Source: an optimization exercise on an open RTL-to-GDS flow (aim: small area and a short achievable clock period). Production flows keep margins and buffers that such runs may drop.
Function was checked by simulation only, so behaviour that the tests miss may differ from the original.

==> flow/design.v (outline; a module is shown in full before it is edited, if it fits) <==
// module varcic_fa: 10 lines
// module varcic_ha: 9 lines
// module varcic_pgn: 11 lines
// module varcic_gn: 8 lines
// module varcic_pgp: 11 lines
// module varcic_gp: 8 lines
// module varcic_kdec: 14 lines
// module varcic_out: 25 lines
// module varcic_mc: 7946 lines
module varcic_mc #(
  parameter int STAGES    = 5,
  parameter int IN_WIDTH  = 18,
  parameter int OUT_WIDTH = 18,
  parameter int ACC_WIDTH = 48,
  parameter int CHANNELS  = 2
) (
  input  logic                          clock,
  input  logic                          reset,
  input  logic [5:0]                    decimation,
  input  logic [5:0]                    out_shift,
  input  logic                          in_strobe,
  input  logic [CHANNELS*IN_WIDTH-1:0]  in_data,
  output logic                          out_strobe,
  output logic [CHANNELS*OUT_WIDTH-1:0] out_data,
  output logic                          overflow
);
  // ...
==> flow/flow/run.sh <==
#!/bin/bash
set -euo pipefail
export SETUP_SLACK_MARGIN=11.6
export BUFFER_PORTS_ARGS="-buffer_cell sky130_fd_sc_hd__buf_4"
bash standard.sh > standard_flow.log 2>&1
==> flow/standard.sh <==
#!/bin/bash
# synth_recipe.tcl (not shown) runs the flow's synth.tcl, then flattens the netlist and writes it again
# the make line also repeats each setting of config.mk as NAME=value (left out here)
make -C /OpenROAD-flow-scripts/flow DESIGN_CONFIG=/design/flow/config.mk WORK_HOME=/design/flow/orfs CLKGATE_MAP_FILE= SYNTH_SCRIPT=/design/flow/synth_recipe.tcl "${@:-finish}"
==> flow/config.mk <==
export PLATFORM = sky130hd
export DESIGN_NAME = varcic_mc
export DESIGN_NICKNAME = varcic_mc
export VERILOG_FILES = /design/flow/design.v
export SDC_FILE = /design/flow/constraint.sdc
export NUM_CORES = 4
export LEC_CHECK = 0
export CAP_MARGIN = 20
export CORE_MARGIN = 2
export CORE_UTILIZATION = 55
export CTS_BUF_LIST = sky130_fd_sc_hd__clkbuf_8
export SLEW_MARGIN = 20
export SYNTH_HIERARCHICAL = 1
export SYNTH_MINIMUM_KEEP_SIZE = 0
==> flow/constraint.sdc <==
create_clock -name core_clock -period 16.0 [get_ports {clock}]
set_input_delay 3.2000 -clock core_clock [delete_from_list [all_inputs] [get_ports {clock}]]
set_output_delay 3.2000 -clock core_clock [all_outputs]
set_load 0.01 [all_outputs]
==> run_results.csv, run 1 <==
group,metric,value,unit
global_route,grt_max_degree,84,
synth,synth.largest_area_cell,"edfxtp_1",
setup_path,crit_type,"reg2reg",
synth,synth.distinct_cells,70,
cells_and_area,buffer_area_share,4.61,%
cells_and_area,largest_cell_class,"multi-input gates",
clocking,post_cts_buffers,366,
floorplan,rows,147,
setup_path,r2r-start,"ias0[5]$_SDFFCE_PP0P_",
global_route,top_usage_layer,"met2",
timing,finalSetupViolCount,0,
global_route,grt_usage,28.7,%
setup_path,worstSetupStartpointType,"register",
setup_path,crit_cells,19,
floorplan,die_w,405,microns
placed_design,dp_cells,8283,
synth,ys.flop_type,"edfxtp_1",
global_route,grt-ovfl-total,0,
floorplan,die_h,405,microns
drt,routed_via_density,5.54,
setup_path,startpoint,"ias0[5]$_SDFFCE_PP0P_",
synth,synth_nets,7974,
setup_path,reg2reg_depth,19,
status,status,"complete, no violations",
drt,highest_layer,"met4",
cells_and_area,ff_latch_area,36800,sq um
synth,async_reset_ff_share,0,%
clocking,cts-root-buf,"clkbuf_8",
synth,synth_edf_count,1056,
clocking,cts_sinks,1308,
synth,synth.area.mux_share,2.67,%
cells_and_area,seq_cells,1308,
==> run 2, diff against run 1 <==
==> flow/flow/run.sh (replaced) <==
#!/bin/bash
set -euo pipefail
export SETUP_SLACK_MARGIN=11.3
export BUFFER_PORTS_ARGS="-buffer_cell sky130_fd_sc_hd__buf_4"
bash standard.sh > standard_flow.log 2>&1
--- a/flow/config.mk
+++ b/flow/config.mk
@@ -8,7 +8,9 @@
 export CAP_MARGIN = 20
 export CORE_MARGIN = 2
 export CORE_UTILIZATION = 55
-export CTS_BUF_LIST = sky130_fd_sc_hd__clkbuf_8
+export CTS_BUF_LIST = sky130_fd_sc_hd__clkbuf_16
+export CTS_CLUSTER_DIAMETER = 100
+export CTS_CLUSTER_SIZE = 30
 export SLEW_MARGIN = 20
 export SYNTH_HIERARCHICAL = 1
 export SYNTH_MINIMUM_KEEP_SIZE = 0
==> run_results.csv, run 2 <==
group,metric,value,unit
timing,period_needed,4810,ps
timing,final_max_slew_viol_count,0,
setup_path,max_stage_delay,590,ps
drt,wl,222000,microns
setup_path,cp_max_fo,4,
synth,ys_ff_latch,1308,
setup_path,crit_path_top_delay_cell,"mux4_2",
clocking,clk_latency,760,ps
cells_and_area,final_net_count,8384,
synth,synth.distinct_cells,70,
timing,finalSetupViolCount,0,
global_route,first_global_vias,54800,
cells_and_area,n_antenna_cell,0,
drt,routed_via_density,5.62,
worst_hold_path,hold_path.class,"reg2reg",
setup_path,cp.required,16680,ps
global_route,grt-ovfl-total,0,
setup_path,critPathArrivalTime,5490,ps
timing,rsz0062_at_grt,"yes",
synth,synth.avg_cell_area,14.2,sq um
clocking,cts_buffers,56,
clocking,htreeDepth,2,
drt,drt.antenna.violating_nets,0,
timing,fmax,208,MHz
timing,layout_setup_ws,11190,ps
timing,worstMarginPinSlew,1170,ps
status,status,"complete, no violations",
global_route,grt_max_degree,151,
cells_and_area,drive_above_1_share,28.0,%
clocking,hold_buffers,0,
floorplan,die_h,405,microns
drt,vias,49300,
clocking,clk_pin_slew_worst_paths,110,ps
setup_path,worstSetupStartpointType,"register",
run,maxCapViolCount,0,
timing,hold_viol_final,0,
synth,synth_top_area_share,35.9,%
placed_design,place_hpwl,176000,microns
timing,holdWs,429,ps
clocking,clk_path_buf_depth,3,
cells_and_area,fill_cells,12200,
floorplan,rows,147,
synth,synth.yosys.seq_area_share,41.6,%
cells_and_area,area_delta_synth_final,14.3,%
synth,synthTopCellsByArea,"edfxtp_1 (36%), fa_1 (31%), dfxtp_1 (5.7%)",
synth,synth_edf_count,1056,
global_route,grt_usage,27.9,%
setup_path,crit_type,"reg2reg",
synth,async_reset_ff_share,0,%
floorplan,ios,89,
synth,yosys_warnings,12,
placed_design,gp_congestion,0.991,
cells_and_area,layout_common_cells,"fa_1 (1294), edfxtp_1 (1056), inv_1 (658)",
floorplan,dieArea,164000,sq um
setup_path,end_kind,"register",
placed_design,portBuffers,88,
global_route,grt_pass1_wl,341000,microns
timing,tns,0,ps
cells_and_area,final_common_cell,"fa_1",
synth,synth_commonest_cells,"fa_1 (1356), edfxtp_1 (1056), inv_1 (639)",
drt,drcViolationCount,0,
timing,slew-limit-headroom,21.7,%
placed_design,post-place-ws,9890,ps
timing,post-route-period-util,30.1,%
setup_path,path_cells,"fa_1, fa_1, ha_4, nand2_2, o21ai_4, a21oi_2, o21ai_2, a21oi_2, o21ai_2, xor2_2, buf_4, mux2i_1, mux4_2, a21oi_1, o21ai_0, a21boi_1, o21ai_1, nand4_1, a21oi_1",
clocking,cts_tree,"done",
global_route,antenna_found_initial,3,
synth,synth_nets,7974,
floorplan,core-area,160000,sq um
floorplan,initial_utilization,55.2,%
floorplan,die_w,405,microns
clocking,cts-root-buf,"clkbuf_16",
clocking,cts_sinks,1308,
synth,yosysMostFrequentCell,"fa_1",
synth,synth.largest_area_cell,"edfxtp_1",
timing,fin_skew,56.7,ps
drt,drt-initial-drc-count,3372,
synth,netlist_instances,6219,
synth,ys.flop_type,"edfxtp_1",
drt,wl_per_cell,25.4,microns
synth,syn_area,88300,sq um
drt,drt_first_pass_iters,5,
## run 2: cell counts after synthesis
Identical to the previous run, type by type.
## run 2: repair_timing
item / 4_1_cts / 5_1_grt
setup endpoints to repair: 251 / 101
buffers inserted: 269 / 97
gates cloned: 5 / 3
hold endpoints to repair: 0 / 0
gates resized for setup: 690 / 265
pin swaps: 142 / 112
## run 2: cell type report
class / count / area, sq um / area share, %
multi-input combinational: 4128 / 53300 / 52.8
timing repair buffer: 496 / 3930 / 3.89
sequential: 1308 / 36800 / 36.5
inverter: 639 / 2400 / 2.38
tap: 2086 / 2610 / 2.59
clock inverter: 46 / 415 / 0.412
clock buffer: 59 / 1480 / 1.46
## run 2: metal layers
metal | wire length (microns) | GRT usage, % | up-vias | share of wire (%)
li1 | - | - | 21900 | -
met1 | 92500 | 37.5 | 26100 | 42
met5 | 13 | 0 | - | 0.0058
met2 | 114000 | 48.3 | 1001 | 51
met3 | 7250 | 2.49 | 315 | 3.3
met4 | 8190 | 8.95 | 2 | 3.7
## run 2: final timing paths
path                               start                          to  slack (ps)  depth (start not counted)
setup / recovery  ias0[11]$_SDFFCE_PP0P_  out_data_r[9]$_SDFFE_PP0P_       11190                         19
hold / removal       ch1_2[45]$_DFFE_PP_         ch1_3[45]$_DFFE_PP_         430                          0
setup reg to reg  ias0[11]$_SDFFCE_PP0P_  out_data_r[9]$_SDFFE_PP0P_       11190                         19
hold reg to reg      ch1_2[45]$_DFFE_PP_         ch1_3[45]$_DFFE_PP_         430                          0
## run 2: cells by family (layout without fill, tap and decap cells)
| kind of cell | count (synthesis) | count (layout) | synth area share [%] |
|---|---|---|---|
| xor gates and xnor gates | 202 | 202 | 2.00 |
| DFF | 1308 | 1308 | 41.6 |
| and+or+nand+nor | 1100 | 1102 | 6.32 |
| buffers and inverters | 785 | 1240 | 3.51 |
| muxes | 190 | 190 | 2.67 |
| AOI/OAI and AO/OA | 930 | 930 | 8.19 |
| adders and majority gates | 1704 | 1704 | 35.7 |
## run 2: Yosys stat by module (local to each module, per instance)
module       flip-flops and latches  cells inside  cell area (sq um)
varcic_pgn                        0             2               12.5
varcic_gp                         0             1               5.00
varcic_fa                         0             1               20.0
varcic_ha                         0             1               12.5
varcic_kdec                       0            45                248
varcic_mc                      1308          2813              45200
varcic_pgp                        0             2               12.5
varcic_gn                         0             1               8.76
varcic_out                        0           297               2300
## run 2: stage by stage
stage	util [%]	cells	area (sq um)
detailed placement	57.1	8283	91400
global placement	57.1	8282	91300
CTS	61.8	8662	98900
finish	63.1	8762	101000
global route	63.1	8762	101000
floorplan	-	6219	88400
## run 2: worst max-delay path, delay by kind of cell (launching register included)
family | cells | cell delay (ps)
adders and majority gates | 3 | 1400
and+or+nand+nor | 2 | 220
buffers and inverters | 1 | 150
xor gates and xnor gates | 1 | 200
DFF | 1 | 440
AOI/OAI and AO/OA | 10 | 1730
muxes | 2 | 650
==> run 3, diff against run 2 <==
--- a/flow/config.mk
+++ b/flow/config.mk
@@ -9,8 +9,8 @@
 export CORE_MARGIN = 2
 export CORE_UTILIZATION = 55
 export CTS_BUF_LIST = sky130_fd_sc_hd__clkbuf_16
-export CTS_CLUSTER_DIAMETER = 100
-export CTS_CLUSTER_SIZE = 30
+export CTS_CLUSTER_DIAMETER = 80
+export CTS_CLUSTER_SIZE = 24
 export SLEW_MARGIN = 20
 export SYNTH_HIERARCHICAL = 1
 export SYNTH_MINIMUM_KEEP_SIZE = 0
==> run_results.csv, run 3 <==
group,metric,value,unit
status,status,"complete, no violations",
synth,synth.avg_cell_area,14.2,sq um
setup_path,r2r_slack,11180,ps
synth,synth.distinct_cells,70,
global_route,grt-ovfl-total,0,
drt,wl,224000,microns
worst_hold_path,hold_path.class,"reg2reg",
clocking,clk_pin_slew_worst_paths,80,ps
synth,synth.yosys.seq_area_share,41.6,%
timing,layout_setup_ws,11180,ps
global_route,top_usage_layer,"met2",
placed_design,place_area,91400,sq um
drt,drt_first_pass_iters,8,
global_route,met3_usage,3.08,%
clocking,cts_sinks,1308,
floorplan,rows,147,
clocking,hold_buffers,0,
cells_and_area,stdcell_area,103000,sq um
cells_and_area,n_antenna_cell,0,
clocking,cts_tree,"done",
drt,drt.antenna.violating_nets,0,
cells_and_area,ff_latch_area,36800,sq um
clocking,clk_latency,770,ps
drt,drt-initial-drc-count,3468,
floorplan,ios,89,
synth,syn_area,88300,sq um
timing,slew-limit-headroom,22.4,%
cells_and_area,final_net_count,8431,
cells_and_area,area_delta_synth_final,16.7,%
synth,synthTopCellsByArea,"edfxtp_1 (36%), fa_1 (31%), dfxtp_1 (5.7%)",
synth,synth_top_area_share,35.9,%
synth,ys_ff_latch,1308,
synth,ys.flop_type,"edfxtp_1",
global_route,antenna_found_initial,5,
cells_and_area,layout_common_cells,"fa_1 (1291), edfxtp_1 (1056), inv_1 (644)",
global_route,grtUsageMet2,48.0,%
global_route,grt_pass1_wl,343000,microns
synth,synth_edf_count,1056,
floorplan,dieArea,164000,sq um
synth,synth_nets,7974,
synth,netlist_instances,6219,
timing,final_max_slew_viol_count,0,
timing,fmax,208,MHz
timing,tns,0,ps
placed_design,post-place-ws,9890,ps
global_route,met1_usage,37.5,%
setup_path,cp_max_fo,4,
setup_path,crit_type,"reg2reg",
placed_design,portBuffers,88,
synth,synth_commonest_cells,"fa_1 (1356), edfxtp_1 (1056), inv_1 (639)",
setup_path,critPathArrivalTime,5440,ps
setup_path,worstSetupStartpointType,"register",
floorplan,core-area,160000,sq um
setup_path,cp.required,16620,ps
global_route,grt_usage,28.1,%
placed_design,gp_congestion,0.991,
synth,yosysMostFrequentCell,"fa_1",
cells_and_area,drive_above_1_share,29.6,%
timing,hold_viol_final,0,
cells_and_area,fill_cells,11900,
drt,wl_per_cell,25.3,microns
cells_and_area,final_common_cell,"fa_1",
timing,rsz0062_at_grt,"yes",
synth,async_reset_ff_share,0,%
clocking,cts-root-buf,"clkbuf_16",
timing,period_needed,4820,ps
placed_design,place_hpwl,176000,microns
timing,finalSetupViolCount,0,
cells_and_area,multi_input_area,53700,sq um
clocking,clk_path_buf_depth,3,
synth,yosys_warnings,12,
floorplan,initial_utilization,55.2,%
synth,synth.largest_area_cell,"edfxtp_1",
floorplan,die_w,405,microns
clocking,cts_buffers,91,
timing,worstMarginPinSlew,1150,ps
clocking,htreeDepth,3,
drt,vias,49700,
global_route,grt_max_degree,151,
run,maxCapViolCount,0,
drt,routed_via_density,5.62,
timing,fin_skew,39.4,ps
setup_path,end_kind,"register",
global_route,first_global_vias,55200,
floorplan,die_h,405,microns
drt,drcViolationCount,0,
timing,post-route-period-util,30.1,%
## run 3: cell counts after synthesis
Identical to the previous run, type by type.
## run 3: per-stage QoR
stage               instances  utilization (%)  hold slack (ps)
floorplan                6219                -              400
global placement         8282             57.1              402
detailed placement       8283             57.1              406
CTS                      8718             62.7              427
global route             8841             64.4              431
finish                   8841             64.4              424
## run 3: path summary, 6_finish.rpt
check | start | to | cells past startpoint
worst min-delay path | ih1_0[47]$_DFFE_PP_ | ih1_1[47]$_DFFE_PP_ | 0
worst max-delay path | ias0[20]$_SDFFCE_PP0P_ | out_data_r[12]$_SDFFE_PP0P_ | 20
worst min register to register | ih1_0[47]$_DFFE_PP_ | ih1_1[47]$_DFFE_PP_ | 0
worst max register to register | ias0[20]$_SDFFCE_PP0P_ | out_data_r[12]$_SDFFE_PP0P_ | 20
## run 3: metal layers
metal	wire length [microns]	part of all wire [%]
met1	92600	41
met2	114000	51
met3	7720	3.5
met4	9460	4.2
met5	22	0.0098
## run 3: cells by family after synthesis
kind of cell               count (synthesis)  share of synthesized area [%]
adders and majority gates               1704                           35.7
DFF                                     1308                           41.6
and+or+nand+nor                         1100                           6.32
AOI/OAI and AO/OA                        930                           8.19
buffers and inverters                    785                           3.51
xor gates and xnor gates                 202                           2.00
muxes                                    190                           2.67
## run 3: final cells by class
class | instances | share of cell area, %
multi-input cells | 4127 | 52.1
well taps | 2086 | 2.53
repair buffers | 509 | 3.95
flip-flops and latches | 1308 | 35.7
clock buffers | 95 | 2.31
clock inverters | 77 | 1.08
inverters | 639 | 2.33
## run 3: critical path, stage by stage (launching register included)
cell	delay (ps)
edfxtp_1	430
fa_1	570
fa_2	610
ha_4	230
nand2_2	160
nor2_4	70
buf_4	130
a21oi_2	170
o21ai_2	110
a21oi_2	140
o21ai_2	90
xor2_2	170
buf_4	150
buf_4	130
mux4_2	510
mux2_4	300
and3_4	190
a2111oi_4	330
a21oi_1	70
nand4_1	80
a21oi_1	70
## run 3: timing repair
| item | 4_1_cts | 5_1_grt |
|---|---|---|
| buffers inserted | 261 | 119 |
| cloned | 2 | 4 |
| endpoints found under the setup margin | 251 | 109 |
| pin swaps | 127 | 200 |
| resized for setup | 681 | 345 |
## run 3: per-module statistics from Yosys (local to each module, per instance), a selection
module / area, sq um / times used / cells inside / flops+latches
varcic_mc: 45200 / 1 / 2813 / 1308
varcic_out: 2300 / 2 / 297 / 0
varcic_kdec: 248 / 2 / 45 / 0
varcic_fa: 20.0 / 1356 / 1 / 0
varcic_pgp: 12.5 / 170 / 2 / 0
varcic_ha: 12.5 / 342 / 1 / 0
==> run 4, diff against run 3 <==
--- a/flow/config.mk
+++ b/flow/config.mk
@@ -8,9 +8,7 @@
 export CAP_MARGIN = 20
 export CORE_MARGIN = 2
 export CORE_UTILIZATION = 55
-export CTS_BUF_LIST = sky130_fd_sc_hd__clkbuf_16
-export CTS_CLUSTER_DIAMETER = 80
-export CTS_CLUSTER_SIZE = 24
+export CTS_BUF_LIST = sky130_fd_sc_hd__clkbuf_8
 export SLEW_MARGIN = 20
 export SYNTH_HIERARCHICAL = 1
 export SYNTH_MINIMUM_KEEP_SIZE = 0
==> run_results.csv, run 4 <==
group,metric,value,unit
status,status,"complete, no violations",
synth,synth.largest_area_cell,"edfxtp_1",
timing,period_needed,4830,ps
timing,final_max_slew_viol_count,0,
global_route,first_global_vias,56700,
setup_path,cp.required,16890,ps
global_route,grt-ovfl-total,0,
cells_and_area,multi_input_area,53700,sq um
synth,async_reset_ff_share,0,%
clocking,clk_path_buf_depth,3,
setup_path,critPathArrivalTime,5720,ps
synth,synthTopCellsByArea,"edfxtp_1 (36%), fa_1 (31%), dfxtp_1 (5.7%)",
worst_hold_path,hold_depth,0,
setup_path,worstSetupStartpointType,"register",
drt,drt.antenna.violating_nets,0,
synth,synth_commonest_cells,"fa_1 (1356), edfxtp_1 (1056), inv_1 (639)",
run,maxCapViolCount,0,
drt,vias,50300,
floorplan,die_w,405,microns
placed_design,dp_cells,8283,
synth,netlist_instances,6219,
timing,finalSetupViolCount,0,
timing,fmax,207,MHz
placed_design,portBuffers,88,
placed_design,place_hpwl,176000,microns
global_route,antenna_found_initial,3,
clocking,htreeDepth,4,
drt,wl_per_cell,24.9,microns
cells_and_area,area_delta_synth_final,17.8,%
synth,synth_edf_count,1056,
setup_path,crit_type,"reg2reg",
timing,worstMarginPinSlew,1080,ps
drt,wl,226000,microns
synth,synth.avg_cell_area,14.2,sq um
synth,synth.distinct_cells,70,
synth,yosysMostFrequentCell,"fa_1",
setup_path,end_kind,"register",
clocking,clk_pin_slew_worst_paths,70,ps
global_route,grt_pass1_wl,347000,microns
floorplan,core-area,160000,sq um
synth,yosys_warnings,12,
timing,fin_skew,59.9,ps
synth,synth_top_area_share,35.9,%
timing,hold_viol_final,0,
floorplan,ios,89,
global_route,grt_max_degree,151,
floorplan,die_h,405,microns
floorplan,initial_utilization,55.2,%
cells_and_area,stdcell_count,9073,
cells_and_area,fill_cells,11900,
cells_and_area,drive_above_1_share,30.8,%
cells_and_area,ff_latch_area,36900,sq um
clocking,cts_sinks,1308,
clocking,cts_buffers,226,
timing,post-route-period-util,30.2,%
timing,rsz0062_at_grt,"yes",
cells_and_area,final_net_count,8546,
worst_hold_path,hold_path.class,"reg2reg",
placed_design,gp_congestion,0.991,
cells_and_area,layout_common_cells,"fa_1 (1290), edfxtp_1 (1056), inv_1 (729)",
drt,drt_first_pass_iters,8,
drt,drt-initial-drc-count,3298,
clocking,cts_tree,"done",
floorplan,dieArea,164000,sq um
setup_path,cp_max_fo,6,
floorplan,rows,147,
cells_and_area,final_common_cell,"fa_1",
drt,routed_via_density,5.55,
setup_path,reg2reg_depth,17,
drt,drcViolationCount,0,
timing,tns,0,ps
synth,ys_ff_latch,1308,
synth,ys.flop_type,"edfxtp_1",
clocking,cts-root-buf,"clkbuf_8",
timing,slew-limit-headroom,27.9,%
synth,syn_area,88300,sq um
synth,synth_nets,7974,
synth,synth.yosys.seq_area_share,41.6,%
clocking,clk_latency,1000,ps
global_route,grt_usage,28.6,%
run 4: cell counts after synthesis:
No cell type changed its count.
run 4: path summary, 6_finish.rpt:
kind	from	end	slack, ps
worst max-delay path	ias0[9]$_SDFFCE_PP0P_	out_data_r[9]$_SDFFE_PP0P_	11170
worst min-delay path	ch0_2[47]$_DFFE_PP_	ch0_3[47]$_DFFE_PP_	420
worst max register to register	ias0[9]$_SDFFCE_PP0P_	out_data_r[9]$_SDFFE_PP0P_	11170
worst min register to register	ch0_2[47]$_DFFE_PP_	ch0_3[47]$_DFFE_PP_	420
run 4: what timing repair did:
| item | 4_1_cts | 5_1_grt |
|---|---|---|
| gates resized for setup | 818 | 315 |
| gates cloned | 5 | 1 |
| buffers inserted | 271 | 89 |
| pin swaps | 182 | 140 |
| setup endpoints to repair | 151 | 150 |
| hold buffers | 0 | 0 |
| endpoints found under the hold margin | 0 | 0 |
run 4: through the flow:
step	utilization, %	instance area, sq um	worst slack (ps)	hold WS, ps
2_1_floorplan	-	88400	11120	400
3_3_place_gp	57.1	91300	9940	402
3_5_place_dp	57.1	91400	9890	406
4_1_cts	63.6	102000	11120	418
5_1_grt	65.0	104000	11060	424
6_report	65.0	104000	11170	418
run 4: final cells by class:
type / instances / share of cell area [%]
Sequential cell: 1308 / 35.5
Timing Repair Buffer: 488 / 3.92
Multi-Input combinational cell: 4128 / 51.6
Antenna cell: 3 / 0.00722
Tap cell: 2086 / 2.51
Clock inverter: 181 / 0.979
Clock buffer: 240 / 3.18
Inverter: 639 / 2.31
run 4: logic make-up after synthesis:
logic type | synth area share [%]
compound gates | 8.19
xor+xnor | 2.00
fa+ha+maj | 35.7
buf+inv | 3.51
flops | 41.6
mux | 2.67
simple gates | 6.32
run 4: modules after synthesis (local to each module, per instance), a selection:
module,flip-flops and latches,copies in the design
varcic_gn,0,104
varcic_gp,0,80
varcic_ha,0,342
varcic_kdec,0,2
varcic_mc,1308,1
varcic_out,0,2
varcic_pgn,0,250
varcic_pgp,0,170
run 4: metal layers:
layer	GRT usage (%)	part of all wire [%]
met2	48.4	51
met1	37.5	41
met5	0	0.0035
met4	11.4	4.2
met3	3.94	3.9
run 4: worst max-delay path, stage by stage (launching register included):
cell and delay [ps]:
edfxtp_1 430, fa_1 590, fa_1 470, ha_4 350, a21oi_4 90, o21ai_4 260, a21oi_4 110, o21ai_2 230
a21oi_2 80, xnor2_2 430, mux2i_1 180, mux4_2 600, a21oi_2 160, o21ai_1 80, a21boi_2 200, o21ai_1 170
nand4_1 90, a21oi_1 180

==> port drivers added, routing unchanged <==
In the flow no input, the clock included, has a driving cell. The finished layouts below were timed again as built, in two steps. Step 1, drivers: a clkbuf_16 drives clock and a buf_2 each remaining input, both assumed. Step 2 also shifts input and output timing later by t, the mid clock arrival at the registers, as if the neighbouring blocks saw the same clock. Slacks: ideal ports / drivers / drivers and shift; pairs: ideal ports / drivers.
| run | shift t [ns] | setup slack, ns | latest minus earliest clock arrival (ns) | worst data-port slew with drivers (ns) | cell pins on the clock port's net |
|---|---|---|---|---|---|
| run 1 | 1.054 | 11.170 / 11.170 / 10.637 | 0.056 / 0.056 | 0.10 | 1 |
| run 2 | 0.804 | 11.188 / 11.188 / 10.669 | 0.065 / 0.065 | 0.13 | 1 |
| run 3 | 0.832 | 11.182 / 11.182 / 10.672 | 0.043 / 0.043 | 0.14 | 1 |
| run 4 | 1.050 | 11.170 / 11.155 / 10.373 | 0.067 / 0.067 | 0.13 | 1 |
After both steps every run listed still meets setup and hold. The setup slack of run 4, which loses most, moves by -0.015 ns with the drivers and by -0.797 ns with both steps.
